This design comes from an exercise in tuning for small area on the open sky130 flow, not from production work. Where RTL was checked, it was by simulation tests only, not by an equivalence proof against the original. No functional check of the RTL was part of run 5. Power is estimated from default activity; no workload was simulated. The clock port is modelled as an ideal driver; clocking choices that lean on that would not hold on a real chip.

$ cat design/flow/config.mk
export PLATFORM = sky130hd
export DESIGN_NAME = band_filter_sequencer
export DESIGN_NICKNAME = band_filter_sequencer
export VERILOG_FILES = /design/flow/design.v
export SDC_FILE = /design/flow/constraint.sdc
export NUM_CORES = 4
export LEC_CHECK = 0
export CAP_MARGIN = 5
export CORE_MARGIN = 2
export CORE_UTILIZATION = 40
export SLEW_MARGIN = 5
export SYNTH_HIERARCHICAL = 1
export SYNTH_MINIMUM_KEEP_SIZE = 0
$ cat design/flow/constraint.sdc
create_clock -name core_clock -period 6.5 [get_ports {clock}]
set_input_delay 1.3000 -clock core_clock [delete_from_list [all_inputs] [get_ports {clock}]]
set_output_delay 1.3000 -clock core_clock [all_outputs]
set_load 0.01 [all_outputs]
$ cat design/flow/design.v
package band_pkg;
  localparam int DEFAULT_FREQ_W    = 32;
  localparam int DEFAULT_NUM_BANDS = 8;
endpackage
module band_gt2 (
  input  logic [1:0] a,
  input  logic [1:0] nb,
  input  logic       c,
  output logic       y
);
  logic t;
  assign t = (a[0] & nb[0]) | (a[0] & c) | (nb[0] & c);
  assign y = (a[1] & nb[1]) | (a[1] & t) | (nb[1] & t);
endmodule
module band_gt2_first #(
  parameter bit CI = 1'b0
) (
  input  logic [1:0] a,
  input  logic [1:0] nb,
  output logic       y
);
  logic t;
  assign t = CI ? (a[0] | nb[0]) : (a[0] & nb[0]);
  assign y = (a[1] & nb[1]) | (a[1] & t) | (nb[1] & t);
endmodule
module band_gt #(
  parameter int W  = 32,
  parameter bit GE = 1'b0
) (
  input  logic [W-1:0] a,
  input  logic [W-1:0] nb,
  output logic         gt
);
  logic [W/2:1] c;
  band_gt2_first #(.CI(GE)) u_first (.a(a[1:0]), .nb(nb[1:0]), .y(c[1]));
  for (genvar i = 1; i < W / 2; i++) begin : g_stage
    band_gt2 u_stage (.a(a[2*i+1:2*i]), .nb(nb[2*i+1:2*i]), .c(c[i]), .y(c[i+1]));
  end
  assign gt = c[W/2];
endmodule
module band_mux #(
  parameter int N = 7
) (
  input  logic [N-1:0] d,
  input  logic [N-1:0] s,
  output logic         y
);
  assign y = |(d & s);
endmodule
module band_add_bit #(
  parameter bit K = 1'b0
) (
  input  logic f,
  input  logic c,
  output logic s,
  output logic co
);
  assign s  = f ^ c ^ K;
  assign co = K ? (f | c) : (f & c);
endmodule
module band_inc_bit #(
  parameter bit K = 1'b0
) (
  input  logic x,
  input  logic p,
  input  logic c,
  output logic s,
  output logic pn
);
  if (K) begin : g_one
    assign pn = p | x;
    assign s  = ~(x ^ (c | p));
  end else begin : g_zero
    assign pn = p & x;
    assign s  = x ^ (c & p);
  end
endmodule
module band_add_const #(
  parameter int           W   = 32,
  parameter logic [W-1:0] K   = 1,
  parameter int           U   = W,
  localparam int          LSB = $clog2(K & -K),
  localparam bit          KU  = K[W-1]
) (
  input  logic [W-1:LSB] x,
  output logic [W-1:LSB] s,
  output logic           co
);
  logic [U:LSB+1] c;
  logic [W:U+1]   p;
  assign s[LSB]   = ~x[LSB];
  assign c[LSB+1] = x[LSB];
  for (genvar i = LSB + 1; i < U; i++) begin : g_bit
    band_add_bit #(.K(K[i])) u_bit (.f(x[i]), .c(c[i]), .s(s[i]), .co(c[i+1]));
  end
  assign s[U]   = x[U] ^ c[U] ^ KU;
  assign p[U+1] = x[U];
  for (genvar i = U + 1; i < W; i++) begin : g_run
    band_inc_bit #(.K(KU)) u_bit (.x(x[i]), .p(p[i]), .c(c[U]), .s(s[i]), .pn(p[i+1]));
  end
  assign co = KU ? (c[U] | p[W]) : (c[U] & p[W]);
endmodule
module band_dom #(
  parameter int W = 16
) (
  input  logic [W-1:0] a,
  input  logic [W-1:0] nb,
  output logic         p
);
  assign p = &(a | nb);
endmodule
module band_gt_split #(
  parameter int W  = 32,
  parameter int L  = 16,
  parameter bit GE = 1'b0
) (
  input  logic [W-1:0] a,
  input  logic [W-1:0] nb,
  output logic         gt
);
  logic c_lo, g_hi, p_hi;
  band_gt  #(.W(L), .GE(GE)) u_lo (.a(a[L-1:0]), .nb(nb[L-1:0]), .gt(c_lo));
  band_gt  #(.W(W - L))      u_hi (.a(a[W-1:L]), .nb(nb[W-1:L]), .gt(g_hi));
  band_dom #(.W(W - L))      u_p  (.a(a[W-1:L]), .nb(nb[W-1:L]), .p(p_hi));
  assign gt = g_hi | (p_hi & c_lo);
endmodule
module band_match
#(
  parameter int  FREQ_W    = 32,
  parameter int  NUM_BANDS = 8,
  parameter int  HYST_HZ   = 10000,
  parameter int  HIT_SPLIT = 24,
  localparam int IDX_W     = $clog2(NUM_BANDS)
) (
  input  logic [FREQ_W-1:0]                nfreq,
  input  logic [NUM_BANDS-1:1][FREQ_W-1:0] lo,
  input  logic [NUM_BANDS-1:1][FREQ_W-1:0] hi,
  input  logic [NUM_BANDS-1:1]             en,
  input  logic [IDX_W-1:0]                 cur_band,
  output logic [NUM_BANDS-1:1]             hit,
  output logic                             hyst
);
  localparam logic [FREQ_W-1:0] HYST  = FREQ_W'(HYST_HZ);
  localparam logic [FREQ_W-1:0] NHYST = -HYST;
  localparam int HLSB = $clog2(HYST & -HYST);
  localparam int HRUN = $clog2(HYST + 1);
  logic [NUM_BANDS-1:1] lo_gt, hi_gt;
  for (genvar k = 1; k < NUM_BANDS; k++) begin : g_band
    band_gt_split #(.W(FREQ_W), .L(HIT_SPLIT)) u_lo (.a(lo[k]), .nb(nfreq), .gt(lo_gt[k]));
    band_gt_split #(.W(FREQ_W), .L(HIT_SPLIT)) u_hi (.a(hi[k]), .nb(nfreq), .gt(hi_gt[k]));
    assign hit[k] = en[k] & ~lo_gt[k] & hi_gt[k];
  end
  logic [NUM_BANDS-1:1] cur_oh;
  logic [FREQ_W-1:0]    cur_lo, cur_hi;
  logic [FREQ_W-1:0]    nf_plus, nf_minus;
  logic                 plus_fits, f_lt_h, win_lo_gt, win_hi_gt;
  for (genvar k = 1; k < NUM_BANDS; k++) begin : g_cur
    assign cur_oh[k] = (cur_band == IDX_W'(k));
  end
  for (genvar i = 0; i < FREQ_W; i++) begin : g_mux
    logic [NUM_BANDS-1:1] lo_i, hi_i;
    for (genvar k = 1; k < NUM_BANDS; k++) begin : g_k
      assign lo_i[k] = lo[k][i];
      assign hi_i[k] = hi[k][i];
    end
    band_mux #(.N(NUM_BANDS - 1)) u_lo (.d(lo_i), .s(cur_oh), .y(cur_lo[i]));
    band_mux #(.N(NUM_BANDS - 1)) u_hi (.d(hi_i), .s(cur_oh), .y(cur_hi[i]));
  end
  assign nf_plus[HLSB-1:0]  = nfreq[HLSB-1:0];
  assign nf_minus[HLSB-1:0] = nfreq[HLSB-1:0];
  band_add_const #(.W(FREQ_W), .K(NHYST), .U(HRUN)) u_plus (
    .x(nfreq[FREQ_W-1:HLSB]), .s(nf_plus[FREQ_W-1:HLSB]), .co(plus_fits));
  band_add_const #(.W(FREQ_W), .K(HYST), .U(HRUN)) u_minus (
    .x(nfreq[FREQ_W-1:HLSB]), .s(nf_minus[FREQ_W-1:HLSB]), .co(f_lt_h));
  band_gt_split #(.W(FREQ_W)) u_win_lo (.a(cur_lo), .nb(nf_plus),  .gt(win_lo_gt));
  band_gt_split #(.W(FREQ_W)) u_win_hi (.a(cur_hi), .nb(nf_minus), .gt(win_hi_gt));
  assign hyst = |(en & cur_oh)
             && !(plus_fits && win_lo_gt)
             && (nfreq != '0)
             && (f_lt_h || win_hi_gt);
endmodule
module band_filter_sequencer
#(
  parameter int  FREQ_W        = 32,
  parameter int  NUM_BANDS     = 8,
  parameter int  BREAK_CYCLES  = 4,
  parameter int  SETTLE_CYCLES = 8,
  parameter int  HYST_HZ       = 10000,
  localparam int IDX_W         = $clog2(NUM_BANDS)
) (
  input  logic                 clock,
  input  logic                 reset,
  input  logic [FREQ_W-1:0]    frequency,
  input  logic                 freq_valid,
  input  logic                 tx,
  input  logic                 tbl_we,
  input  logic [IDX_W-1:0]     tbl_addr,
  input  logic [FREQ_W-1:0]    tbl_lo,
  input  logic [FREQ_W-1:0]    tbl_hi,
  input  logic                 tbl_en,
  output logic [NUM_BANDS-1:0] filt_sel,
  output logic                 mute,
  output logic                 busy
);
  localparam int SEQ_MAX = SETTLE_CYCLES + BREAK_CYCLES;
  localparam int SEQ_W   = $clog2(SEQ_MAX + 1);
  localparam logic [SEQ_W-1:0] SEQ_BRK  = SEQ_W'(SEQ_MAX);
  localparam logic [SEQ_W-1:0] SEQ_LAST = SEQ_W'(SETTLE_CYCLES + 1);
  logic [FREQ_W-1:0]                nfreq_q;    
  logic [NUM_BANDS-1:1][FREQ_W-1:0] lo_q, hi_q;
  logic [NUM_BANDS-1:1]             en_q;
  logic [IDX_W-1:0]                 cur_q;
  logic [SEQ_W-1:0]                 seq_q;
  logic                             in_break;
  logic [NUM_BANDS-1:1]             hit, hit_q;
  logic                             hyst;
  logic [IDX_W-1:0]                 hcur_q, prio, cand_q;
  band_match #(
    .FREQ_W    (FREQ_W),
    .NUM_BANDS (NUM_BANDS),
    .HYST_HZ   (HYST_HZ)
  ) u_match (
    .nfreq    (nfreq_q),
    .lo       (lo_q),
    .hi       (hi_q),
    .en       (en_q),
    .cur_band (cur_q),
    .hit      (hit),
    .hyst     (hyst)
  );
  always_comb begin
    prio = '0;
    for (int k = NUM_BANDS - 1; k >= 1; k--)
      if (hit_q[k]) prio = IDX_W'(k);
  end
  always_ff @(posedge clock) begin
    for (int k = 1; k < NUM_BANDS; k++) begin
      if (tbl_we && tbl_addr == IDX_W'(k)) begin
        lo_q[k] <= tbl_lo;
        hi_q[k] <= tbl_hi;
      end
    end
  end
  assign in_break = (seq_q > SEQ_W'(SETTLE_CYCLES));
  always_ff @(posedge clock) begin
    if (reset) begin
      nfreq_q <= '1;
      en_q    <= '0;
      cur_q   <= '0;
      seq_q   <= '0;
      hit_q   <= '0;
      hcur_q  <= '0;
      cand_q  <= '0;
    end else begin
      hit_q  <= tx ? '0 : hit;
      hcur_q <= (hyst && !tx) ? cur_q : '0;
      cand_q <= (hcur_q != '0) ? hcur_q : prio;
      if (freq_valid) nfreq_q <= ~frequency;
      for (int k = 1; k < NUM_BANDS; k++)
        if (tbl_we && tbl_addr == IDX_W'(k)) en_q[k] <= tbl_en;
      if (in_break) begin
        seq_q <= seq_q - SEQ_W'(1);
        if (seq_q == SEQ_LAST) cur_q <= cand_q;
      end else if (cand_q != cur_q) begin
        seq_q <= SEQ_BRK;
      end else if (seq_q != '0) begin
        seq_q <= seq_q - SEQ_W'(1);
      end
    end
  end
  assign filt_sel = in_break ? '0 : (NUM_BANDS'(1) << cur_q);
  assign mute     = (seq_q != '0);
  assign busy     = (seq_q != '0);
endmodule
$ cat design/flow/flow/run.sh
#!/bin/bash
# The standard layout, with the port buffers made from the smallest buffer cell and a clock
# tree of larger sink clusters without dummy balancing loads.
set -euo pipefail
bash standard.sh \
  'BUFFER_PORTS_ARGS=-buffer_cell sky130_fd_sc_hd__buf_1' \
  'CTS_ARGS=-sink_clustering_enable -repair_clock_nets -sink_clustering_size 30 -sink_clustering_max_diameter 150 -dont_use_dummy_load' \
  finish > make_finish.log 2>&1
$ cat design/flow/standard.sh
#!/bin/bash
# synth_recipe.tcl (not shown) runs the flow's synth.tcl, then flattens the netlist and writes it again
# the make line also repeats each setting of config.mk as NAME=value (left out here)
make -C /OpenROAD-flow-scripts/flow DESIGN_CONFIG=/design/flow/config.mk WORK_HOME=/design/flow/orfs CLKGATE_MAP_FILE= SYNTH_SCRIPT=/design/flow/synth_recipe.tcl "${@:-finish}"
==> results.json, run 1 <==
{
  "status": "finished clean",
  "initialDrtViolationCount": 2429,
  "ant_nets": 0,
  "hold_class": "flop to flop",
  "yosys-top-cells-area": "edfxtp_1, o22ai_1, a21oi_1, dfxtp_1, o21ai_1",
  "cp.arrival_ps": 6540,
  "h-tree-depth": 1,
  "rsz0062_at_grt": "no",
  "row_count": 91,
  "die_area_um2": 64100,
  "critPathMaxFanout": 24,
  "p_seq_frac": 0.630,
  "cts-root-buf": "clkbuf_16",
  "crit_type": "flop to flop",
  "ir_drop_mv": 0.215,
  "seq_area_frac_synth": 0.589,
  "drive_gt1_frac": 0.0529,
  "die_w_um": 253,
  "syn_to_final_growth_pct": 9.78,
  "yosysUniqueCellTypes": 47,
  "initial_core_util": 0.403,
  "critPathRequiredTime_ps": 6960,
  "fin_tns_setup_ps": 0,
  "grt_max_degree": 65,
  "gp_congestion": 0.896,
  "port_buffers": 114,
  "synth_top_area_cell": "edfxtp_1",
  "cts_tree": "done",
  "drt-pass1-iter-count": 14,
  "critPathMaxStageDelay_ps": 900,
  "ys_ff_latch": 507,
  "pwr-share-comb": 0.119,
  "vias": 20800,
  "route.detailed.drc": 0,
  "synth_flop_cell": "edfxtp_1",
  "synth_top_area_share": 0.541,
  "fin_crit_ps": 6080,
  "cellLeakagePower_nw": 8.86,
  "design.core.area_um2": 61600,
  "detail_route.wl_per_cell_um": 23.1,
  "post-route-period-util": 0.936,
  "stdcell_count": 3314,
  "grtUsageTotal": 0.232,
  "hold_viol": 0,
  "synth_simple_gate_area_frac": 0.111,
  "intPower_w": 0.00447,
  "clk_latency_ps": 580,
  "yosysMostFrequentCell": "edfxtp_1",
  "cts-resized-gates": 0,
  "fin_nets": 2604,
  "clk_pin_slew_ps": 110,
  "worst_path_most_repeated_cell": "o21ai_1",
  "clkSinkCount": 507,
  "worstSetupEndpointType": "flop",
  "slew_headroom": 0.273,
  "async_reset_ff_frac": 0,
  "switching_power_w": 0.00152,
  "syn_avg_cell_area_um2": 10.8,
  "max_slew.worst_pin.slew_ps": 1090,
  "fin_skew_ps": 26.0,
  "p_per_area_nw_per_um2": 220,
  "synth_area_um2": 24900,
  "grt_overflow": 0,
  "syn-num-nets": 2427,
  "wl_mm": 76.6,
  "maxCapViolCount": 0,
  "max_freq_ghz": 0.164,
  "yosys.area_share.adder": 0.0106,
  "synth_top_family_by_area": "compound AO/OA/AOI/OAI gates",
  "clockBufferDepth": 3,
  "synth-xor-area-share": 0.0144,
  "slew_viol_final": 0,
  "vias_per_cell": 6.29,
  "grt_pass1_wl_mm": 115,
  "synthMuxAreaShare": 0.00373,
  "grt_pass1_vias": 19400,
  "numCtsBuffers": 20,
  "swShare": 0.254,
  "pin_count": 115,
  "place_hpwl_mm": 53.1,
  "dp_cells": 3293,
  "finalPower_w": 0.00599,
  "cp_slowest_cell": "dfxtp_1",
  "yosysWarnings": 7,
  "grt_antenna_before_repair": 5,
  "synth_edf_count": 448,
  "netlist_top_cells_count": "edfxtp_1, nand2_1, o22ai_1, a21oi_1, o21ai_1",
  "synth_compound_area_frac": 0.262,
  "cp-start-kind": "flop",
  "clock_power_share": 0.251,
  "post_cts_buffers": 0,
  "die_y_um": 253,
  "setup_viol": 0,
  "holdBufCountCts": 0,
  "syn_inst": 2301
}
==> per-module statistics from Yosys (local to each module, per instance), a selection <==
module                 area, µm²  flip-flops and latches
band_filter_sequencer      15900                     507
band_gt2                    20.0                       0
==> flip-flops by register name, indices dropped and copies added (netlist names) <==
register	flops
lo_q	224
en_q	7
nfreq_q	32
cand_q	3
hi_q	224
cur_q	3
hcur_q	3
hit_q	7
seq_q	4
==> final cells by class <==
| type | instances | area (µm²) |
|---|---|---|
| Timing Repair Buffer | 172 | 866 |
| Multi-Input combinational cell | 1734 | 10100 |
| Sequential cell | 507 | 14600 |
| Fill cell | 5734 | 34300 |
| Inverter | 43 | 161 |
| Antenna cell | 1 | 2.50 |
| Clock buffer | 20 | 500 |
| Tap cell | 837 | 1050 |
==> worst max-delay path: cells and delay by family, from the launching register on <==
family             cells  cell delay, ps
and+or+nand+nor        3             400
AOI/OAI and AO/OA     24            4670
DFF                    1             900
==> power by group through the flow <==
stage	Sequential (W)	Combinational [W]	Clock, W
2_1_floorplan	0.00386	0.000424	0
3_3_place_gp	0.00384	0.000684	0
3_5_place_dp	0.00385	0.000706	0
4_1_cts	0.00377	0.000708	0.00154
5_1_grt	0.00379	0.000786	0.00164
6_report	0.00377	0.000711	0.00151
==> logic make-up after synthesis <==
family	Yosys count
multiplexers	8
buffers and inverters	60
AND/OR/NAND/NOR	587
adder cells (fa/ha/maj)	21
XOR/XNOR	41
flip-flops	507
AO/OA/AOI/OAI	1077
==> cells in the final DEF (no fill, tap or decap), types with 9 or more instances in the layout <==
master and instances:
edfxtp_1 448, nand2_1 296, o22ai_1 296, a21oi_1 267, o21ai_1 225, a22oi_1 128
buf_1 112, nor2_1 88, a222oi_1 64, nand3_1 64, dfxtp_1 58, buf_4 58
inv_1 42, nand2b_1 40, o21ai_0 38, a31oi_1 34, xor2_1 22, ha_1 21
clkbuf_16 20, xnor2_1 19, and2_2 18, or2_1 18, a21o_1 16, nor4_2 14
nor4_1 9
==> layer usage <==
metal	wire length (µm)	vias to the layer above	GRT usage
met5	49	-	0
met4	2530	8	0.0771
met3	5280	141	0.0319
met2	37100	863	0.400
met1	31700	10200	0.300
li1	-	9613	-
==> worst paths after layout <==
check / start / to / slack (ps) / cells after the start
hold reg to reg: en_q[6]$_SDFFE_PP0P_ / en_q[6]$_SDFFE_PP0P_ / 520 / 2
hold / removal: en_q[6]$_SDFFE_PP0P_ / en_q[6]$_SDFFE_PP0P_ / 520 / 2
setup / recovery: nfreq_q[0]$_SDFFE_PP1P_ / hit_q[1]$_SDFF_PP0_ / 420 / 27
setup reg to reg: nfreq_q[0]$_SDFFE_PP1P_ / hit_q[1]$_SDFF_PP0_ / 420 / 27
==> per-stage QoR <==
step                       util  hold slack [ps]  worst slack, ps  area [µm²]
after floorplan               -              460             2.07       24900
after global placement    0.435              503              825       26800
after detailed placement  0.435              501              717       26800
after CTS                 0.443              528              641       27300
after global routing      0.443              548             59.3       27300
final                     0.443              522              417       27300
==> run 2, diff against run 1 <==
--- a/design/flow/config.mk
+++ b/design/flow/config.mk
@@ -8,6 +8,7 @@
 export CAP_MARGIN = 5
 export CORE_MARGIN = 2
 export CORE_UTILIZATION = 40
+export PLACE_DENSITY = 0.5
 export SLEW_MARGIN = 5
 export SYNTH_HIERARCHICAL = 1
 export SYNTH_MINIMUM_KEEP_SIZE = 0
==> run 2 against run 1 <==
Effect of this change: critical path depth rose by 2; critical endpoint is now hit_q[6]$_SDFF_PP0_; largest power group unchanged; still clean; cell area up 0.19%; via count down 0.73%.
==> results.json, run 2 <==
{
  "drt-pass1-iter-count": 8,
  "stdcell_count": 3318,
  "reg_top3": "hi_q (224), lo_q (224), nfreq_q (32)",
  "ys_ff_latch": 507,
  "fin_nets": 2607,
  "initial_core_util": 0.403,
  "worstSetupEndpointType": "flop",
  "wl_mm": 80.0,
  "most-common-layout-cells": "edfxtp_1, nand2_1, o22ai_1, a21oi_1, o21ai_1",
  "grtUsageTotal": 0.245,
  "die_y_um": 253,
  "dp_slack_ps": 501,
  "cp-start-kind": "flop",
  "synth-xor-area-share": 0.0144,
  "post-route-period-util": 0.918,
  "clk_latency_ps": 600,
  "grt_pass1_vias": 19600,
  "r2r-end": "hit_q[6]$_SDFF_PP0_",
  "syn_to_final_growth_pct": 9.99,
  "seq_area_frac_synth": 0.589,
  "min-delay-start": "hcur_q[1]$_SDFF_PP0_",
  "critPathRequiredTime_ps": 7010,
  "clk_pin_slew_ps": 120,
  "finalWorstSetupSlack_ps": 536,
  "initialDrtViolationCount": 1951,
  "port_buffers": 114,
  "ant_nets": 0,
  "h-tree-depth": 1,
  "p_per_area_nw_per_um2": 221,
  "final_area_um2": 27300,
  "ir_drop_mv": 0.186,
  "cellLeakagePower_nw": 8.88,
  "synth_simple_gate_area_frac": 0.111,
  "reg2reg_slack_ps": 540,
  "rsz0062_at_grt": "no",
  "yosys.area_share.adder": 0.0106,
  "yosys-top-cells-area": "edfxtp_1, o22ai_1, a21oi_1, dfxtp_1, o21ai_1",
  "hold_class": "flop to flop",
  "clkSinkCount": 507,
  "design.core.area_um2": 61600,
  "route.detailed.drc": 0,
  "gp_congestion": 0.857,
  "die_w_um": 253,
  "async_reset_ff_frac": 0,
  "vias": 20700,
  "netlist_top_cells_count": "edfxtp_1, nand2_1, o22ai_1, a21oi_1, o21ai_1",
  "pin_count": 115,
  "syn_avg_cell_area_um2": 10.8,
  "vias_per_cell": 6.23,
  "synth_edf_count": 448,
  "grt_antenna_before_repair": 6,
  "reg2reg_depth": 29,
  "dp_cells": 3295,
  "critPathMaxStageDelay_ps": 640,
  "synthMuxAreaShare": 0.00373,
  "min_to": "cand_q[1]$_SDFF_PP0_",
  "fin_tns_setup_ps": 0,
  "grt_max_degree": 66,
  "grt_overflow": 0,
  "hold_viol": 0,
  "critPathMaxFanout": 24,
  "fin_crit_ps": 5960,
  "synth_top_area_cell": "edfxtp_1",
  "synth_top_family_by_area": "compound AO/OA/AOI/OAI gates",
  "syn_inst": 2301,
  "crit_type": "flop to flop",
  "yosysUniqueCellTypes": 47,
  "fin_skew_ps": 45.3,
  "yosysMostFrequentCell": "edfxtp_1",
  "numCtsBuffers": 20,
  "syn-num-nets": 2427,
  "cts_tree": "done",
  "synth_top_area_share": 0.541,
  "setup_viol": 0,
  "die_area_um2": 64100,
  "r2r-start": "nfreq_q[0]$_SDFFE_PP1P_",
  "max_freq_ghz": 0.168,
  "slew_viol_final": 0,
  "place_hpwl_mm": 53.9,
  "cts-root-buf": "clkbuf_16",
  "grt_pass1_wl_mm": 120,
  "detail_route.wl_per_cell_um": 24.1,
  "yosysWarnings": 7,
  "cp_slowest_cell": "dfxtp_2",
  "status": "finished clean",
  "slew_headroom": 0.267,
  "worst_path_most_repeated_cell": "o21ai_1",
  "cp.arrival_ps": 6470,
  "maxCapViolCount": 0,
  "holdPathStages": 2,
  "synth_area_um2": 24900,
  "clockBufferDepth": 3,
  "drive_gt1_frac": 0.0553,
  "max_slew.worst_pin.slew_ps": 1100,
  "mostFrequentLayoutCell": "edfxtp_1",
  "synth_flop_cell": "edfxtp_1",
  "row_count": 91,
  "synth_compound_area_frac": 0.262,
  "place_area_um2": 26800
}
[run 2: cell counts after synthesis]
Identical to the previous run, type by type.
[run 2: where the power goes]
part           internal [W]  leakage, nW  total, W  switching [W]
sequential          0.00366         4.55   0.00377       0.000107
clock              0.000560        0.246   0.00154       0.000981
combinational      0.000252         4.09  0.000722       0.000469
[run 2: per-stage QoR]
step	power, W	hold WS [ps]	util
after global routing	0.00628	557	0.444
final	0.00603	521	0.444
after CTS	0.00609	515	0.443
after detailed placement	0.00456	485	0.435
after global placement	0.00454	495	0.435
after floorplan	0.00429	460	-
[run 2: per-layer routing]
layer | share of wire | vias to the layer above | track usage | routed length (µm)
li1 | - | 9625 | - | -
met1 | 0.42 | 10100 | 0.321 | 33600
met3 | 0.059 | 128 | 0.0261 | 4690
met4 | 0.031 | 8 | 0.0764 | 2490
met5 | 0.00059 | - | 0 | 47
met2 | 0.49 | 793 | 0.428 | 39200
[run 2: per-module statistics from Yosys, one instance, submodules excluded, a selection]
module	cells inside	flip-flops and latches	area, µm²
band_filter_sequencer	738	507	15900
band_gt2	4	0	20.0
[run 2: worst max-delay path, delay by kind of cell, from the launching register on]
kind	cells	cell delay, ps
buffers and inverters	1	260
and+or+nand+nor	4	490
AOI/OAI and AO/OA	24	4480
DFF	1	640
[run 2: cells by family after synthesis]
family / after synthesis
compound gates: 1077
xor+xnor: 41
fa+ha+maj: 21
buf+inv: 60
flops: 507
mux: 8
simple gates: 587
[run 2: how the worst max path moves through the flow]
stage	start	slack [ps]	cells past startpoint	endpoint
after global routing	nfreq_q[4]$_SDFFE_PP1P_	30	40	hcur_q[1]$_SDFF_PP0_
after detailed placement	nfreq_q[0]$_SDFFE_PP1P_	500	29	hit_q[6]$_SDFF_PP0_
after global placement	nfreq_q[4]$_SDFFE_PP1P_	560	43	hcur_q[0]$_SDFF_PP0_
final	nfreq_q[0]$_SDFFE_PP1P_	540	29	hit_q[6]$_SDFF_PP0_
after CTS	nfreq_q[0]$_SDFFE_PP1P_	410	29	hit_q[6]$_SDFF_PP0_
after floorplan	tbl_we	2	4	en_q[4]$_SDFFE_PP0P_
[run 2: what timing repair did]
| action | in CTS | in global routing |
|---|---|---|
| setup endpoints to repair | 0 | 7 |
| gates resized for setup | 0 | 6 |
| buffers inserted | 0 | 1 |
| hold endpoints to repair | 0 | 0 |
| hold buffers | 0 | 0 |
[run 2: final cells by class]
cell class,count,area [µm²]
multi-input cells,1734,10100
repair buffers,175,896
fillers,5810,34300
clock buffers,20,500
well taps,837,1050
diodes,2,5.00
flip-flops and latches,507,14600
inverters,43,161
==> run 3, diff against run 2 <==
--- a/design/flow/config.mk
+++ b/design/flow/config.mk
@@ -7,8 +7,8 @@
 export LEC_CHECK = 0
 export CAP_MARGIN = 5
 export CORE_MARGIN = 2
-export CORE_UTILIZATION = 40
-export PLACE_DENSITY = 0.5
+export CORE_UTILIZATION = 55
+export PLACE_DENSITY = 0.7
 export SLEW_MARGIN = 5
 export SYNTH_HIERARCHICAL = 1
 export SYNTH_MINIMUM_KEEP_SIZE = 0
==> run 3 against run 2 <==
Effect of this change: non-clock buffer count is 6 lower; via count is 3.4% higher; hold slack better by 7.8 ps; global-route usage is 6.5 points higher; cell area is 1.4% lower; flip-flop and latch count stayed put; sequential power hardly changed; routed wire length is 6.2% lower; critical path depth is 3 lower; cell count is 7.5% lower; power is 0.69% lower; core utilization is 16 points higher; largest cell class unchanged.
==> results.json, run 3 <==
{
  "design.core.area_um2": 44400,
  "detail_route.wl_per_cell_um": 24.5,
  "synth_top_area_share": 0.541,
  "grt_max_degree": 65,
  "reg_top3": "hi_q (224), lo_q (224), nfreq_q (32)",
  "hold_class": "flop to flop",
  "die_w_um": 217,
  "max_slew.worst_pin.slew_ps": 1200,
  "grt_pass1_wl_mm": 113,
  "yosysMostFrequentCell": "edfxtp_1",
  "post_cts_buffers": 0,
  "drive_gt1_frac": 0.0526,
  "port_buffers": 114,
  "synth_edf_count": 448,
  "cts_tree": "done",
  "ys_ff_latch": 507,
  "vias_per_cell": 6.97,
  "syn_inst": 2301,
  "setup_viol": 0,
  "synth_top_area_cell": "edfxtp_1",
  "most-common-layout-cells": "edfxtp_1, nand2_1, o22ai_1, a21oi_1, o21ai_1",
  "p_seq_frac": 0.632,
  "clock_power_share": 0.251,
  "reg2reg_slack_ps": 380,
  "grt_pass1_vias": 19600,
  "clk_latency_ps": 580,
  "syn_to_final_growth_pct": 8.50,
  "maxCapViolCount": 0,
  "syn_avg_cell_area_um2": 10.8,
  "rsz0062_at_grt": "no",
  "clkSinkCount": 507,
  "min-delay-start": "en_q[7]$_SDFFE_PP0P_",
  "ir_drop_mv": 0.239,
  "cellLeakagePower_nw": 8.85,
  "fin_nets": 2601,
  "holdPathStages": 2,
  "grt_overflow": 0,
  "clk_pin_slew_ps": 120,
  "initial_core_util": 0.560,
  "synth_flop_cell": "edfxtp_1",
  "reg2reg_depth": 26,
  "p_per_area_nw_per_um2": 222,
  "syn-num-nets": 2427,
  "numCtsBuffers": 20,
  "intPower_w": 0.00447,
  "initialDrtViolationCount": 3205,
  "worstSetupEndpointType": "flop",
  "critPathMaxFanout": 34,
  "netlist_top_cells_count": "edfxtp_1, nand2_1, o22ai_1, a21oi_1, o21ai_1",
  "fin_skew_ps": 28.6,
  "clockBufferDepth": 3,
  "cts-resized-gates": 0,
  "grtUsageTotal": 0.311,
  "cp.arrival_ps": 6630,
  "drt-pass1-iter-count": 8,
  "status": "finished clean",
  "route.detailed.drc": 0,
  "r2r-end": "hit_q[2]$_SDFF_PP0_",
  "grt_antenna_before_repair": 4,
  "h-tree-depth": 1,
  "slew_headroom": 0.196,
  "holdBufCountCts": 0,
  "cts-root-buf": "clkbuf_16",
  "seq_area_frac_synth": 0.589,
  "vias": 21400,
  "wl_mm": 75.1,
  "max_freq_ghz": 0.163,
  "crit_type": "flop to flop",
  "row_count": 77,
  "yosysWarnings": 7,
  "fin_tns_setup_ps": 0,
  "post-route-period-util": 0.941,
  "yosysUniqueCellTypes": 47,
  "hold_viol": 0,
  "critPathRequiredTime_ps": 7010,
  "slew_viol_final": 0,
  "place_hpwl_mm": 50.6,
  "fin_crit_ps": 6120,
  "min_to": "en_q[7]$_SDFFE_PP0P_",
  "async_reset_ff_frac": 0,
  "cp-start-kind": "flop",
  "die_area_um2": 46900,
  "ant_nets": 0,
  "r2r-start": "nfreq_q[3]$_SDFFE_PP1P_",
  "pin_count": 115,
  "switching_power_w": 0.00152,
  "die_y_um": 217,
  "gp_congestion": 0.895,
  "synth_area_um2": 24900,
  "swShare": 0.254,
  "pwr-share-comb": 0.117,
  "finalPower_w": 0.00599,
  "mostFrequentLayoutCell": "edfxtp_1",
  "yosys-top-cells-area": "edfxtp_1, o22ai_1, a21oi_1, dfxtp_1, o21ai_1"
}
run 3: cell counts after synthesis:
No cell type changed its count.
run 3: final cells by class:
type / count / area (µm²)
timing repair buffer: 169 / 843
inverter: 43 / 161
clock buffer: 20 / 500
fill: 3630 / 17400
multi-input combinational: 1734 / 10100
antenna: 3 / 7.51
sequential: 507 / 14600
tap: 592 / 741
run 3: worst max-delay path by stage:
stage | endpoint | depth (start not counted) | from
6_report | hit_q[2]$_SDFF_PP0_ | 26 | nfreq_q[3]$_SDFFE_PP1P_
5_1_grt | hcur_q[1]$_SDFF_PP0_ | 40 | nfreq_q[5]$_SDFFE_PP1P_
4_1_cts | hcur_q[1]$_SDFF_PP0_ | 40 | nfreq_q[5]$_SDFFE_PP1P_
3_5_place_dp | hcur_q[0]$_SDFF_PP0_ | 40 | nfreq_q[5]$_SDFFE_PP1P_
3_3_place_gp | hcur_q[1]$_SDFF_PP0_ | 40 | nfreq_q[5]$_SDFFE_PP1P_
2_1_floorplan | en_q[4]$_SDFFE_PP0P_ | 4 | tbl_we
run 3: power by group through the flow:
stage | sequential, W | combinational [W] | clock (W)
global route | 0.00380 | 0.000768 | 0.00163
finish | 0.00378 | 0.000702 | 0.00151
floorplan | 0.00386 | 0.000424 | 0
global placement | 0.00385 | 0.000664 | 0
CTS | 0.00378 | 0.000689 | 0.00153
detailed placement | 0.00385 | 0.000686 | 0
run 3: kinds of logic after synthesis:
group	count (synthesis)	synth area share
xor gates and xnor gates	41	0.0144
AOI/OAI and AO/OA	1077	0.262
buffers and inverters	60	0.00967
muxes	8	0.00373
adders and majority gates	21	0.0106
and+or+nand+nor	587	0.111
DFF	507	0.589
run 3: Yosys stat by module, one instance, submodules excluded, excerpt:
module | flip-flops and latches | cells
band_filter_sequencer | 507 | 738
band_gt2 | 0 | 4
run 3: critical path: stages, from the launching register on:
cell,delay [ps]
dfxtp_1,1120
o22ai_1,220
o21ai_1,360
o22ai_1,140
o21ai_1,220
o22ai_1,120
o21ai_1,280
o22ai_1,140
o21ai_1,200
o22ai_1,110
o21ai_1,320
a21oi_1,110
o21ai_1,310
o22ai_1,140
o21ai_1,190
o22ai_1,110
o21ai_1,270
o22ai_1,160
o21ai_1,220
o22ai_1,120
o21ai_1,230
o22ai_1,130
o21ai_1,290
a21o_1,280
nand2_1,80
nor2_1,70
and2_1,110
run 3: metrics by stage:
step / worst slack, ps / instances / util / hold WS [ps] / area, µm²
global route: 16.0 / 3068 / 0.607 / 547 / 27000
finish: 382 / 3068 / 0.607 / 529 / 27000
floorplan: 2.07 / 2301 / - / 460 / 24900
CTS: 372 / 3065 / 0.607 / 531 / 26900
global placement: 635 / 3045 / 0.596 / 499 / 26400
detailed placement: 436 / 3045 / 0.596 / 514 / 26400
run 3: layer usage:
metal / wire length (µm) / vias up / global-route usage
met5: 16 / - / 0
met4: 2460 / 2 / 0.109
met3: 7230 / 141 / 0.0467
met2: 34700 / 1312 / 0.499
met1: 30600 / 10300 / 0.433
li1: - / 9598 / -
==> run 4, diff against run 3 <==
==> design/flow/flow/run.sh (replaced) <==
#!/bin/bash
# The standard layout, with the port buffers made from the smallest buffer cell and a clock
# tree of larger sink clusters without dummy balancing loads; non-critical gates are
# downsized after global routing.
set -euo pipefail
bash standard.sh \
  'BUFFER_PORTS_ARGS=-buffer_cell sky130_fd_sc_hd__buf_1' \
  'CTS_ARGS=-sink_clustering_enable -repair_clock_nets -sink_clustering_size 30 -sink_clustering_max_diameter 150 -dont_use_dummy_load' \
  'RECOVER_POWER=100' \
  finish > make_finish.log 2>&1
==> design/flow/config.mk (replaced) <==
export PLATFORM = sky130hd
export DESIGN_NAME = band_filter_sequencer
export DESIGN_NICKNAME = band_filter_sequencer
export VERILOG_FILES = /design/flow/design.v
export SDC_FILE = /design/flow/constraint.sdc
export NUM_CORES = 4
export LEC_CHECK = 0
export CAP_MARGIN = 20
export CORE_MARGIN = 2
export CORE_UTILIZATION = 40
export SLEW_MARGIN = 20
export SYNTH_HIERARCHICAL = 1
export SYNTH_MINIMUM_KEEP_SIZE = 0
==> run 4 against run 3 <==
Effect of this change: now fails the layout checks on max-capacitance violations, max-slew violations; setup slack better by 7.7 ps; register-to-register slack about the same; global-route usage down 7.9 points; largest power group unchanged.
==> results.json, run 4 <==
{
  "status": "failed layout checks",
  "so_faults": "max-capacitance violations, max-slew violations",
  "mostFrequentLayoutCell": "edfxtp_1",
  "vias_per_cell": 6.29,
  "maxCapViolCount": 14,
  "seq_area_um2": 14600,
  "hold_class": "flop to flop",
  "multiInputGateArea_um2": 10000,
  "vias": 20800,
  "hold_viol": 0,
  "clkSinkCount": 507,
  "cts-resized-gates": 0,
  "finalPower_w": 0.00599,
  "syn_to_final_growth_pct": 9.47,
  "worst_path_most_repeated_cell": "o21ai_1",
  "critPathMaxFanout": 24,
  "detail_route.wl_per_cell_um": 23.1,
  "switching_power_w": 0.00152,
  "swShare": 0.253,
  "fill_cells": 5748,
  "worstSetupEndpointType": "flop",
  "grt_pass1_wl_mm": 115,
  "most-common-layout-cells": "edfxtp_1, nand2_1, o22ai_1, a21oi_1, o21ai_1",
  "critPathMaxStageDelay_ps": 920,
  "critPathBufInv": 0,
  "p_per_area_nw_per_um2": 220,
  "clk_latency_ps": 580,
  "drive_gt1_frac": 0.0480,
  "slew_headroom": -1.15,
  "grtUsageTotal": 0.232,
  "port_buffers": 114,
  "seq_area_frac_synth": 0.589,
  "cts_tree": "done",
  "crit_family": "compound AO/OA/AOI/OAI gates",
  "route.detailed.drc": 0,
  "max_slew.worst_pin.slew_ps": 3230,
  "clockBufferDepth": 3,
  "slew_viol_final": 487,
  "cellLeakagePower_nw": 8.84,
  "post_cts_buffers": 0,
  "yosysWarnings": 7,
  "grt_overflow": 0,
  "synth_area_um2": 24900,
  "initialDrtViolationCount": 2333,
  "intPower_w": 0.00447,
  "async_reset_ff_frac": 0,
  "wl_mm": 76.6,
  "syn_avg_cell_area_um2": 10.8,
  "clock_power_share": 0.252,
  "die_y_um": 253,
  "post-route-period-util": 0.940,
  "cp.arrival_ps": 6580,
  "rsz0062_at_grt": "no",
  "holdPathStages": 2,
  "yosysUniqueCellTypes": 47,
  "fin_crit_ps": 6110,
  "grt_pass1_vias": 19400,
  "yosys-top-cells-area": "edfxtp_1, o22ai_1, a21oi_1, dfxtp_1, o21ai_1",
  "row_count": 91,
  "grt_antenna_before_repair": 5,
  "fin_tns_setup_ps": 0,
  "reg2reg_depth": 27,
  "fin_skew_ps": 27.6,
  "pwr-share-comb": 0.118,
  "h-tree-depth": 1,
  "netlist_top_cells_count": "edfxtp_1, nand2_1, o22ai_1, a21oi_1, o21ai_1",
  "pin_count": 115,
  "die_w_um": 253,
  "synth_top_area_share": 0.541,
  "max_freq_ghz": 0.164,
  "drt-pass1-iter-count": 9,
  "crit_type": "flop to flop",
  "syn_inst": 2301,
  "gp_congestion": 0.896,
  "place_hpwl_mm": 53.1,
  "design.core.area_um2": 61600,
  "yosysMostFrequentCell": "edfxtp_1",
  "synth_flop_cell": "edfxtp_1",
  "clk_pin_slew_ps": 120,
  "reg_top3": "hi_q (224), lo_q (224), nfreq_q (32)",
  "cp-start-kind": "flop",
  "fin_nets": 2605,
  "grt_max_degree": 65,
  "ys_ff_latch": 507,
  "synth_top_area_cell": "edfxtp_1",
  "cp_slowest_cell": "dfxtp_1",
  "critPathRequiredTime_ps": 6970,
  "initial_core_util": 0.403,
  "ant_nets": 0,
  "die_area_um2": 64100,
  "synth_edf_count": 448,
  "setup_viol": 0,
  "holdBufCountCts": 0,
  "p_seq_frac": 0.630,
  "numCtsBuffers": 20,
  "cts-root-buf": "clkbuf_16",
  "ir_drop_mv": 0.215,
  "syn-num-nets": 2427,
  "crit_cells": 27
}
run 4: cell counts after synthesis:
Identical to the previous run, type by type.
run 4: worst min-delay path, stage by stage (launching register included):
cell     delay, ps
dfxtp_1        350
o21ai_0         80
a21oi_1         60
run 4: cell families (layout without fill, tap and decap cells):
| kind of cell | Yosys count | after routing | share of synthesized area |
|---|---|---|---|
| other | 0 | 1 | 0 |
| AOI/OAI and AO/OA | 1077 | 1077 | 0.262 |
| and+or+nand+nor | 587 | 587 | 0.111 |
| adders and majority gates | 21 | 21 | 0.0106 |
| muxes | 8 | 8 | 0.00373 |
| xor gates and xnor gates | 41 | 41 | 0.0144 |
| DFF | 507 | 507 | 0.589 |
| buffers and inverters | 60 | 236 | 0.00967 |
run 4: path summary, 6_finish.rpt:
check | startpoint | slack [ps] | to
setup / recovery | nfreq_q[0]$_SDFFE_PP1P_ | 390 | hit_q[1]$_SDFF_PP0_
hold / removal | en_q[7]$_SDFFE_PP0P_ | 520 | en_q[7]$_SDFFE_PP0P_
setup reg to reg | nfreq_q[0]$_SDFFE_PP1P_ | 390 | hit_q[1]$_SDFF_PP0_
hold reg to reg | en_q[7]$_SDFFE_PP0P_ | 520 | en_q[7]$_SDFFE_PP0P_
run 4: power groups by stage:
stage	Clock, W	Sequential [W]	Combinational [W]
6_report	0.00151	0.00378	0.000707
3_3_place_gp	0	0.00384	0.000684
2_1_floorplan	0	0.00386	0.000424
3_5_place_dp	0	0.00385	0.000706
4_1_cts	0.00154	0.00377	0.000708
5_1_grt	0.00164	0.00379	0.000783
run 4: cell type report:
class                      count  area share
antenna                        1   0.0000920
clock buffer                  20      0.0184
inverter                      43     0.00593
multi-input combinational   1734       0.368
sequential                   507       0.538
tap                          837      0.0385
timing repair buffer         173      0.0309
run 4: modules after synthesis, one instance, submodules excluded, a selection:
module,copies in the design,cells inside,area [µm²],flops+latches
band_filter_sequencer,1,738,15900,507
band_gt2,224,4,20.0,0
run 4: metrics by stage:
step	std cells	hold slack [ps]	setup WS [ps]	area, µm²	utilization
final	3315	523	389	27200	0.442
after global routing	3315	548	59.4	27200	0.442
after CTS	3313	528	641	27300	0.443
after detailed placement	3293	501	717	26800	0.435
after global placement	3293	503	825	26800	0.435
after floorplan	2301	460	2.07	24900	-
run 4: routing by layer:
metal | vias up | GRT usage | routed length, µm
met5 | - | 0 | 49
met4 | 8 | 0.0771 | 2700
met3 | 154 | 0.0319 | 5810
met2 | 910 | 0.400 | 36900
met1 | 10200 | 0.300 | 31100
li1 | 9620 | - | -
==> run 5, diff against run 4 <==
--- a/design/flow/design.v
+++ b/design/flow/design.v
@@ -84,7 +84,8 @@
 ) (
   input  logic [W-1:LSB] x,
   output logic [W-1:LSB] s,
-  output logic           co
+  output logic           co,
+  output logic           run
 );
   logic [U:LSB+1] c;
   logic [W:U+1]   p;
@@ -98,7 +99,8 @@
   for (genvar i = U + 1; i < W; i++) begin : g_run
     band_inc_bit #(.K(KU)) u_bit (.x(x[i]), .p(p[i]), .c(c[U]), .s(s[i]), .pn(p[i+1]));
   end
-  assign co = KU ? (c[U] | p[W]) : (c[U] & p[W]);
+  assign co  = KU ? (c[U] | p[W]) : (c[U] & p[W]);
+  assign run = p[W];    
 endmodule
 module band_dom #(
   parameter int W = 16
@@ -153,7 +155,7 @@
   logic [NUM_BANDS-1:1] cur_oh;
   logic [FREQ_W-1:0]    cur_lo, cur_hi;
   logic [FREQ_W-1:0]    nf_plus, nf_minus;
-  logic                 plus_fits, f_lt_h, win_lo_gt, win_hi_gt;
+  logic                 plus_fits, f_lt_h, win_lo_gt, win_hi_gt, nf_hi_any;
   for (genvar k = 1; k < NUM_BANDS; k++) begin : g_cur
     assign cur_oh[k] = (cur_band == IDX_W'(k));
   end
@@ -169,14 +171,14 @@
   assign nf_plus[HLSB-1:0]  = nfreq[HLSB-1:0];
   assign nf_minus[HLSB-1:0] = nfreq[HLSB-1:0];
   band_add_const #(.W(FREQ_W), .K(NHYST), .U(HRUN)) u_plus (
-    .x(nfreq[FREQ_W-1:HLSB]), .s(nf_plus[FREQ_W-1:HLSB]), .co(plus_fits));
+    .x(nfreq[FREQ_W-1:HLSB]), .s(nf_plus[FREQ_W-1:HLSB]), .co(plus_fits), .run(nf_hi_any));
   band_add_const #(.W(FREQ_W), .K(HYST), .U(HRUN)) u_minus (
-    .x(nfreq[FREQ_W-1:HLSB]), .s(nf_minus[FREQ_W-1:HLSB]), .co(f_lt_h));
-  band_gt_split #(.W(FREQ_W)) u_win_lo (.a(cur_lo), .nb(nf_plus),  .gt(win_lo_gt));
-  band_gt_split #(.W(FREQ_W)) u_win_hi (.a(cur_hi), .nb(nf_minus), .gt(win_hi_gt));
+    .x(nfreq[FREQ_W-1:HLSB]), .s(nf_minus[FREQ_W-1:HLSB]), .co(f_lt_h), .run());
+  band_gt_split #(.W(FREQ_W), .L(20)) u_win_lo (.a(cur_lo), .nb(nf_plus),  .gt(win_lo_gt));
+  band_gt_split #(.W(FREQ_W), .L(20)) u_win_hi (.a(cur_hi), .nb(nf_minus), .gt(win_hi_gt));
   assign hyst = |(en & cur_oh)
              && !(plus_fits && win_lo_gt)
-             && (nfreq != '0)
+             && (nf_hi_any || (nfreq[HRUN-1:0] != '0))
              && (f_lt_h || win_hi_gt);
 endmodule
 module band_filter_sequencer
==> design/flow/flow/run.sh (replaced) <==
#!/bin/bash
# The standard layout, with the port buffers made from the smallest buffer cell and a clock
# tree of larger sink clusters without dummy balancing loads.
set -euo pipefail
bash standard.sh \
  'BUFFER_PORTS_ARGS=-buffer_cell sky130_fd_sc_hd__buf_1' \
  'CTS_ARGS=-sink_clustering_enable -repair_clock_nets -sink_clustering_size 30 -sink_clustering_max_diameter 150 -dont_use_dummy_load' \
  finish > make_finish.log 2>&1
==> run 5 against run 4 <==
Effect of this change: now clean on timing, DRC and antenna; die area decreased by 0.32%; cell count down 1.5%; count of clock-buffer cells in the layout unchanged; routed wire length grew 0.75%.
==> results.json, run 5 <==
{
  "vias_per_cell": 6.41,
  "cts-resized-gates": 0,
  "synth_edf_count": 448,
  "fin_crit_ps": 6130,
  "initial_core_util": 0.403,
  "detail_route.wl_per_cell_um": 23.6,
  "post-route-period-util": 0.943,
  "mostFrequentLayoutCell": "edfxtp_1",
  "crit_type": "flop to flop",
  "grt_antenna_before_repair": 5,
  "grt_max_degree": 65,
  "max_slew.worst_pin.slew_ps": 861,
  "critPathRequiredTime_ps": 6970,
  "slew_headroom": 0.426,
  "seq_area_frac_synth": 0.591,
  "syn_avg_cell_area_um2": 10.8,
  "max_freq_ghz": 0.163,
  "yosys-top-cells-area": "edfxtp_1, o22ai_1, a21oi_1, dfxtp_1, o21ai_1",
  "critPathMaxStageDelay_ps": 810,
  "h-tree-depth": 1,
  "fin_nets": 2600,
  "holdBufCountCts": 0,
  "fin_tns_setup_ps": 0,
  "initialDrtViolationCount": 2570,
  "cp.arrival_ps": 6600,
  "pin_count": 115,
  "ir_drop_mv": 0.223,
  "clk_latency_ps": 570,
  "syn_inst": 2293,
  "cts-root-buf": "clkbuf_16",
  "clockBufferDepth": 3,
  "clkSinkCount": 507,
  "synth_flop_cell": "edfxtp_1",
  "setup_viol": 0,
  "seq_area_um2": 14600,
  "syn-num-nets": 2419,
  "fin_skew_ps": 16.0,
  "gp_congestion": 0.878,
  "yosysUniqueCellTypes": 45,
  "grtUsageTotal": 0.235,
  "rsz0062_at_grt": "no",
  "most-common-layout-cells": "edfxtp_1, nand2_1, o22ai_1, a21oi_1, o21ai_1",
  "syn_to_final_growth_pct": 10.0,
  "numCtsBuffers": 20,
  "cellLeakagePower_nw": 8.91,
  "p_per_area_nw_per_um2": 220,
  "reg_top3": "hi_q (224), lo_q (224), nfreq_q (32)",
  "drive_gt1_frac": 0.0534,
  "fill_cells": 5712,
  "cp-start-kind": "flop",
  "row_count": 91,
  "multiInputGateArea_um2": 9990,
  "synth_area_um2": 24800,
  "yosysWarnings": 7,
  "status": "finished clean",
  "grt_overflow": 0,
  "post_cts_buffers": 0,
  "clk_pin_slew_ps": 120,
  "ys_ff_latch": 507,
  "yosysMostFrequentCell": "edfxtp_1",
  "maxCapViolCount": 0,
  "slew_viol_final": 0,
  "grt_pass1_vias": 19800,
  "async_reset_ff_frac": 0,
  "route.detailed.drc": 0,
  "port_buffers": 114,
  "worstSetupEndpointType": "flop",
  "hold_class": "flop to flop",
  "hold_viol": 0,
  "grt_pass1_wl_mm": 116,
  "ant_nets": 0,
  "finalPower_w": 0.00600,
  "cts_tree": "done",
  "netlist_top_cells_count": "edfxtp_1, nand2_1, o22ai_1, a21oi_1, o21ai_1",
  "die_w_um": 253,
  "die_area_um2": 63900,
  "drt-pass1-iter-count": 10,
  "die_y_um": 253,
  "place_hpwl_mm": 52.2,
  "critPathMaxFanout": 19,
  "wl_mm": 77.1,
  "synth_top_area_share": 0.543,
  "cp_slowest_cell": "dfxtp_1",
  "design.core.area_um2": 61500,
  "vias": 20900,
  "synth_top_area_cell": "edfxtp_1"
}
## run 5: metrics by stage
stage                     hold slack, ps  setup slack (ps)  utilization  instance area (µm²)  cells
final                                514               369        0.443                27300   3264
after floorplan                      460              2.07            -                24800   2293
after CTS                            520               550        0.442                27200   3260
after detailed placement             491               614        0.434                26700   3240
after global placement               465               674        0.433                26600   3238
after global routing                 547             0.709        0.443                27200   3262
## run 5: per-layer routing
layer / wire [µm] / global-route usage
met5: 44 / 0
met4: 2440 / 0.0778
met3: 5850 / 0.0297
met2: 36600 / 0.395
met1: 32200 / 0.315
## run 5: area by class of cell
class                   count  area share
flip-flops and latches    507       0.537
multi-input cells        1726       0.366
well taps                 790      0.0363
repair buffers            175      0.0357
clock buffers              20      0.0184
inverters                  44     0.00606
diodes                      2    0.000184
## run 5: path summary, 6_finish.rpt
path | start | endpoint | slack (ps) | cells past startpoint
worst max-delay path | nfreq_q[0]$_SDFFE_PP1P_ | hit_q[6]$_SDFF_PP0_ | 370 | 28
worst min-delay path | nfreq_q[30]$_SDFFE_PP1P_ | nfreq_q[30]$_SDFFE_PP1P_ | 510 | 2
worst max register to register | nfreq_q[0]$_SDFFE_PP1P_ | hit_q[6]$_SDFF_PP0_ | 370 | 28
worst min register to register | nfreq_q[30]$_SDFFE_PP1P_ | nfreq_q[30]$_SDFFE_PP1P_ | 510 | 2
## run 5: critical path: cells and delay by family, from the launching register on
| family | cells | cell delay (ps) |
|---|---|---|
| compound gates | 24 | 4500 |
| flops | 1 | 810 |
| simple gates | 3 | 360 |
| buf+inv | 1 | 330 |
## run 5: kinds of logic after synthesis
kind of cell    share of synthesized area
fa+ha+maj                          0.0106
flops                               0.591
simple gates                        0.110
mux                               0.00202
xor+xnor                           0.0145
compound gates                      0.263
buf+inv                           0.00939
## run 5: per-module statistics from Yosys (local to each module, per instance), a selection
module | times used | area, µm² | cells inside | flip-flops and latches
band_gt2 | 224 | 20.0 | 4 | 0
band_filter_sequencer | 1 | 15900 | 738 | 507
## run 5: power by group
| group | internal, W | total, W | switching, W | leakage (nW) |
|---|---|---|---|---|
| clock network | 0.000560 | 0.00152 | 0.000958 | 0.246 |
| logic | 0.000253 | 0.000714 | 0.000462 | 4.11 |
| registers | 0.00366 | 0.00377 | 0.000108 | 4.55 |
| total | 0.00448 | 0.00600 | 0.00153 | 8.91 |

## separate check: timing with driven ports
In the flow no input, the clock included, has a driving cell. The finished layouts below were timed again as built, in two steps.
Step 1 sets driving cells, clkbuf_16 on the clock port and buf_2 on the other inputs (assumed; they add their load-dependent delay and slew).
Step 2, shift: input delay + t, output delay - t, t = (earliest + latest rising clock arrival at the registers) / 2. This alone moves slack from input paths to output paths.
Slacks: no drivers / after step 1 / after step 2; pairs: no drivers / after step 1.
run	t, ns	setup slack, ns	hold slack, ns
run 1	0.622	0.417 / 0.417 / 0.417	0.522 / 0.522 / 0.522
run 2	0.631	0.536 / 0.536 / 0.536	0.521 / 0.521 / 0.521
run 3	0.621	0.382 / 0.382 / 0.382	0.529 / 0.529 / 0.529
run 4	0.623	0.389 / 0.389 / 0.389	0.523 / 0.523 / 0.523
run 5	0.626	0.369 / 0.369 / 0.369	0.514 / 0.514 / 0.514
